Background: an optimization exercise with open tools, aiming at small area. Do not read the settings as production practice. Only simulation tests tie the RTL to the original design; equivalence was not proved. No activity file was given, so power comes from the tool's default toggle rates.

==> inputs of onyx <==
==> flow/design.v <==
package dmem_dual_pkg;
    localparam logic [31:0] CYC_ADDR       = 32'hFFFF_FFFC;
    localparam logic [31:0] DONE_ADDR      = 32'hFFFF_FFF8;
    localparam int unsigned DMEM_ADDR_BITS = 5;
    typedef enum logic [1:0] {
        KIND_RAM,
        KIND_CYC,
        KIND_DONE,
        KIND_UNMAPPED
    } access_kind_t;
endpackage
import dmem_dual_pkg::*;
module dmem_addr_decode #(
    parameter int unsigned ADDR_BITS = DMEM_ADDR_BITS
) (
    input  logic [31:0]          addr,
    output dmem_dual_pkg::access_kind_t kind,
    output logic [ADDR_BITS-1:0] index,
    output logic                 misaligned
);
    always_comb begin
        kind = KIND_UNMAPPED;
        if (addr == CYC_ADDR) begin
            kind = KIND_CYC;
        end else if (addr == DONE_ADDR) begin
            kind = KIND_DONE;
        end else if (addr[31:ADDR_BITS+2] == '0) begin
            kind = KIND_RAM;
        end
    end
    assign index      = addr[ADDR_BITS+1:2];
    assign misaligned = (addr[1:0] != 2'b00);
endmodule
import dmem_dual_pkg::*;
module dmem_dual #(
    parameter int unsigned ADDR_BITS = DMEM_ADDR_BITS
) (
    input  logic        clk,
    input  logic        reset,
    input  logic        we,
    input  logic [31:0] a,
    input  logic [31:0] wd,
    output logic [31:0] rd,
    input  logic        we2,
    input  logic [31:0] a2,
    input  logic [31:0] wd2,
    output logic [31:0] rd2,
    output logic        done,
    output logic [31:0] result,
    output logic        misalign
);
    localparam int unsigned DEPTH = 1 << ADDR_BITS;
    logic [31:0]          mem [DEPTH];
    logic [DEPTH-1:0]     valid;
    logic [31:0]          cycle;
    dmem_dual_pkg::access_kind_t kind1;
    dmem_dual_pkg::access_kind_t kind2;
    logic [ADDR_BITS-1:0] idx1, idx2;
    logic                 mis1, mis2;
    dmem_addr_decode #(.ADDR_BITS(ADDR_BITS)) u_dec1 (
        .addr       (a),
        .kind       (kind1),
        .index      (idx1),
        .misaligned (mis1)
    );
    dmem_addr_decode #(.ADDR_BITS(ADDR_BITS)) u_dec2 (
        .addr       (a2),
        .kind       (kind2),
        .index      (idx2),
        .misaligned (mis2)
    );
    logic ram1, ram2, cyc1, cyc2, dn1, dn2;
    assign ram1 = (kind1 == KIND_RAM);
    assign ram2 = (kind2 == KIND_RAM);
    assign cyc1 = (kind1 == KIND_CYC);
    assign cyc2 = (kind2 == KIND_CYC);
    assign dn1  = (kind1 == KIND_DONE);
    assign dn2  = (kind2 == KIND_DONE);
    logic [DEPTH-1:0] dec1, dec2, wr1, wr2;
    always_comb begin
        for (int i = 0; i < DEPTH; i++) begin
            dec1[i] = ram1 && (idx1 == i[ADDR_BITS-1:0]);
            dec2[i] = ram2 && (idx2 == i[ADDR_BITS-1:0]);
        end
    end
    assign wr1 = we  ? dec1 : '0;
    assign wr2 = we2 ? dec2 : '0;
    logic [DEPTH+1:0] rsel1;
    logic [DEPTH+2:0] rsel2;
    logic             dn_fwd;
    assign dn_fwd = we && dn1 && dn2;
    assign rsel1  = {dn1, cyc1, dec1 & valid};
    assign rsel2  = {(|(wr1 & dec2)) || dn_fwd, dn2 && !dn_fwd, cyc2, dec2 & valid & ~wr1};
    for (genvar b = 0; b < 32; b++) begin : g_rbit
        logic [DEPTH-1:0] col;
        for (genvar i = 0; i < DEPTH; i++) begin : g_col
            assign col[i] = mem[i][b];
        end
        dmem_rdbit #(.N(DEPTH+2)) u_rd1 (
            .sel (rsel1),
            .d   ({result[b], cycle[b], col}),
            .y   (rd[b])
        );
        dmem_rdbit #(.N(DEPTH+3)) u_rd2 (
            .sel (rsel2),
            .d   ({wd[b], result[b], cycle[b], col}),
            .y   (rd2[b])
        );
    end
    logic [DEPTH-1:0] sel1, hold;
    assign sel1 = wr1 & ~wr2;
    assign hold = ~(wr1 | wr2);
    for (genvar i = 0; i < DEPTH; i++) begin : g_word
        dmem_word u_word (
            .clk  (clk),
            .hold (hold[i]),
            .sel1 (sel1[i]),
            .sel2 (wr2[i]),
            .d1   (wd),
            .d2   (wd2),
            .q    (mem[i])
        );
    end
    always_ff @(posedge clk or posedge reset) begin
        if (reset) begin
            valid    <= '0;
            cycle    <= '0;
            done     <= 1'b0;
            result   <= '0;
            misalign <= 1'b0;
        end else begin
            valid <= valid | wr1 | wr2;
            if (we2 && cyc2) begin
                cycle <= wd2;
            end else if (we && cyc1) begin
                cycle <= wd;
            end else begin
                cycle <= cycle + 32'd1;
            end
            if (we2 && dn2) begin
                done   <= 1'b1;
                result <= wd2;
            end else if (we && dn1) begin
                done   <= 1'b1;
                result <= wd;
            end
            if ((we && mis1) || (we2 && mis2)) begin
                misalign <= 1'b1;
            end
        end
    end
endmodule
module dmem_word (
    input  logic        clk,
    input  logic        hold,
    input  logic        sel1,
    input  logic        sel2,
    input  logic [31:0] d1,
    input  logic [31:0] d2,
    output logic [31:0] q
);
    always_ff @(posedge clk) begin
        q <= (q & {32{hold}}) | (d1 & {32{sel1}}) | (d2 & {32{sel2}});
    end
endmodule
module dmem_rdbit #(
    parameter int unsigned N = 34
) (
    input  logic [N-1:0] sel,
    input  logic [N-1:0] d,
    output logic         y
);
    localparam int unsigned G  = (N + 2) / 3;       
    localparam int unsigned NP = 3 * G;
    localparam int unsigned K  = (G + 3) / 4;       
    logic [NP-1:0] s_p, d_p;
    logic [4*K-1:0] n;
    logic [K-1:0]   h;
    assign s_p = {{(NP-N){1'b0}}, sel};
    assign d_p = {{(NP-N){1'b0}}, d};
    if (4 * K > G) begin : g_pad
        assign n[4*K-1:G] = '1;
    end
    for (genvar g = 0; g < G; g++) begin : g_aoi
        if (3 * g + 2 < N) begin : g3
            dmem_aoi222 u (
                .a1 (s_p[3*g]),   .a2 (d_p[3*g]),
                .b1 (s_p[3*g+1]), .b2 (d_p[3*g+1]),
                .c1 (s_p[3*g+2]), .c2 (d_p[3*g+2]),
                .y  (n[g])
            );
        end else if (3 * g + 1 < N) begin : g2
            dmem_aoi222 u (
                .a1 (s_p[3*g]),   .a2 (d_p[3*g]),
                .b1 (s_p[3*g+1]), .b2 (d_p[3*g+1]),
                .c1 (s_p[3*g]),   .c2 (d_p[3*g]),
                .y  (n[g])
            );
        end else begin : g1
            dmem_nand2 u (.a (s_p[3*g]), .b (d_p[3*g]), .y (n[g]));
        end
    end
    for (genvar k = 0; k < K; k++) begin : g_nand
        dmem_nand4 u (.a (n[4*k]), .b (n[4*k+1]), .c (n[4*k+2]), .d (n[4*k+3]), .y (h[k]));
    end
    assign y = |h;
endmodule
module dmem_aoi222 (
    input  logic a1, a2, b1, b2, c1, c2,
    output logic y
);
    assign y = ~((a1 & a2) | (b1 & b2) | (c1 & c2));
endmodule
module dmem_nand2 (
    input  logic a, b,
    output logic y
);
    assign y = ~(a & b);
endmodule
module dmem_nand4 (
    input  logic a, b, c, d,
    output logic y
);
    assign y = ~(a & b & c & d);
endmodule
==> flow/flow/run.sh <==
#!/bin/bash
# The standard layout (the standard.sh, standard synthesis included) with three changes:
# clock tree synthesis without dummy loads, port buffers of the plain buf_2 cell, and power
# (size) recovery on non-critical gates after global routing.
set -euo pipefail
export CTS_ARGS="-sink_clustering_enable -repair_clock_nets -dont_use_dummy_load -buf_list {sky130_fd_sc_hd__clkbuf_4 sky130_fd_sc_hd__clkbuf_8}"
export BUFFER_PORTS_ARGS="-buffer_cell sky130_fd_sc_hd__buf_2"
export RECOVER_POWER=100
bash standard.sh > standard_make.log 2>&1
==> flow/standard.sh <==
#!/bin/bash
# synth_recipe.tcl (not shown) runs the flow's synth.tcl, then flattens the netlist and writes it again
# the make line also repeats each setting of config.mk as NAME=value (left out here)
make -C /OpenROAD-flow-scripts/flow DESIGN_CONFIG=/design/flow/config.mk WORK_HOME=/design/flow/orfs CLKGATE_MAP_FILE= SYNTH_SCRIPT=/design/flow/synth_recipe.tcl "${@:-finish}"
==> flow/config.mk <==
export PLATFORM = sky130hd
export DESIGN_NAME = dmem_dual
export DESIGN_NICKNAME = dmem_dual
export VERILOG_FILES = /design/flow/design.v
export SDC_FILE = /design/flow/constraint.sdc
export NUM_CORES = 4
export LEC_CHECK = 0
export CAP_MARGIN = 20
export CORE_MARGIN = 2
export CORE_UTILIZATION = 40
export CTS_BUF_LIST = sky130_fd_sc_hd__clkbuf_4 sky130_fd_sc_hd__clkbuf_8
export PLACE_DENSITY = 0.55
export SLEW_MARGIN = 20
export SYNTH_HIERARCHICAL = 1
export SYNTH_MINIMUM_KEEP_SIZE = 0
==> flow/constraint.sdc <==
create_clock -name core_clock -period 10.0 [get_ports {clk}]
set_input_delay 2.0000 -clock core_clock [delete_from_list [all_inputs] [get_ports {clk}]]
set_output_delay 2.0000 -clock core_clock [all_outputs]
set_load 0.01 [all_outputs]
==> violet: changes against onyx <==
==> flow/design.v, changed modules only <==
module dmem_rdbit #(
    parameter int unsigned N = 34
) (
    input  logic [N-1:0] sel,
    input  logic [N-1:0] d,
    output logic         y
);
    localparam int unsigned G  = (N + 2) / 3;       
    localparam int unsigned NP = 3 * G;
    localparam int unsigned K  = (G + 3) / 4;       
    logic [NP-1:0] s_p, d_p;
    logic [4*K-1:0] n;
    logic [K-1:0]   h;
    assign s_p = {{(NP-N){1'b0}}, sel};
    assign d_p = {{(NP-N){1'b0}}, d};
    if (4 * K > G) begin : g_pad
        assign n[4*K-1:G] = '1;
    end
    for (genvar g = 0; g < G; g++) begin : g_aoi
        if (3 * g + 2 < N) begin : g3
            dmem_aoi222 u (
                .a1 (s_p[3*g]),   .a2 (d_p[3*g]),
                .b1 (s_p[3*g+1]), .b2 (d_p[3*g+1]),
                .c1 (s_p[3*g+2]), .c2 (d_p[3*g+2]),
                .y  (n[g])
            );
        end else begin : g2
            dmem_aoi22 u (
                .a1 (s_p[3*g]),   .a2 (d_p[3*g]),
                .b1 (s_p[3*g+1]), .b2 (d_p[3*g+1]),
                .y  (n[g])
            );
        end
    end
    for (genvar k = 0; k < K; k++) begin : g_nand
        dmem_nand4 u (.a (n[4*k]), .b (n[4*k+1]), .c (n[4*k+2]), .d (n[4*k+3]), .y (h[k]));
    end
    assign y = |h;
endmodule
module dmem_aoi22 (
    input  logic a1, a2, b1, b2,
    output logic y
);
    assign y = ~((a1 & a2) | (b1 & b2));
endmodule
// module dmem_nand2 removed
==> flow/run.sh (new file) <==
#!/bin/bash
# synth_recipe.tcl (not shown) runs the flow's synth.tcl, then flattens the netlist and writes it again
# the make line also repeats each setting of config.mk as NAME=value (left out here)
make -C /OpenROAD-flow-scripts/flow DESIGN_CONFIG=/design/flow/config.mk WORK_HOME=/design/flow/orfs CLKGATE_MAP_FILE= SYNTH_SCRIPT=/design/flow/synth_recipe.tcl finish
CORE_UTILIZATION = 55   (was 40)
CTS_BUF_LIST = default   (was sky130_fd_sc_hd__clkbuf_4 sky130_fd_sc_hd__clkbuf_8)
PLACE_DENSITY = 0.65   (was 0.55)
removed: flow/flow/run.sh
removed: flow/standard.sh
==> qor summary <==
item                                                                                                                              onyx          violet
Run status                                                                                                  complete, but fails checks  finished clean
Violated checks                                                                            capacitance limit, slew limit, setup timing               -
Routability congestion estimate from global placement                                                                            1.070           1.040
Total clock network power                                                                                                      3.49 mW         4.86 mW
Maxcap violations                                                                                                                   74               0
Initial detailed-routing violation count                                                                                         18200           20410
Post-CTS clock slew at the launch and capture registers of the worst setup and hold paths                                      0.06 ns         0.05 ns
H-tree levels                                                                                                                        4               3
Area of the die                                                                                                            0.1351 mm^2    0.09948 mm^2
Arrival time at the worst endpoint                                                                                            11.04 ns         7.71 ns
Share of total power consumed by net switching                                                                                  25.14%          23.41%
Synth unique cells                                                                                                                  54              56
Crit. path cell count                                                                                                               12              14
Final antenna diode count                                                                                                            9               4
Adder-cell area share of the yosys netlist                                                                                    0.02367%        0.02346%
Gate power share                                                                                                                  4.0%            4.5%
Pin slew with the least headroom to its limit                                                                                 4.382 ns        1.344 ns
Sequential share of power                                                                                                        53.9%           45.8%
Met2 Routed Length                                                                                                           112200 um       107700 um
Largest driver fanout on the critical path                                                                                          35              20
Endpoints failing setup                                                                                                             32               0
Non-clock buffers, area share                                                                                                   3.932%          7.176%
Time the final worst path needs with I/O delays and setup                                                                     10.30 ns        9.708 ns
Clock power share                                                                                                                42.0%           49.7%

==> re-timing with driven ports <==
Ports are ideal in the flow. The routed layouts listed here were re-timed in OpenROAD. Step 1: set_driving_cell puts a clkbuf_16 on clk and a buf_2 on each other input, an assumption about the parent block. Step 2, shift: input delay + t, output delay - t, t = (earliest + latest rising clock arrival at the registers) / 2. This alone moves slack from input paths to output paths. a / b / c = no drivers / after step 1 / after step 2; a / b = the first two.
| run | t (ns) | slack for setup (ns) | clock arrival spread, ns | worst data-port slew with drivers (ns) |
|---|---|---|---|---|
| onyx | 0.976 | -0.296 / -0.252 / -1.227 | 0.085 / 0.085 | 0.06 |
| violet | 0.831 | 0.292 / 0.251 / 0.251 | 0.034 / 0.033 | 0.06 |
The setup slack of onyx, which loses most, moves by +0.044 ns with the drivers and by -0.931 ns with both steps.
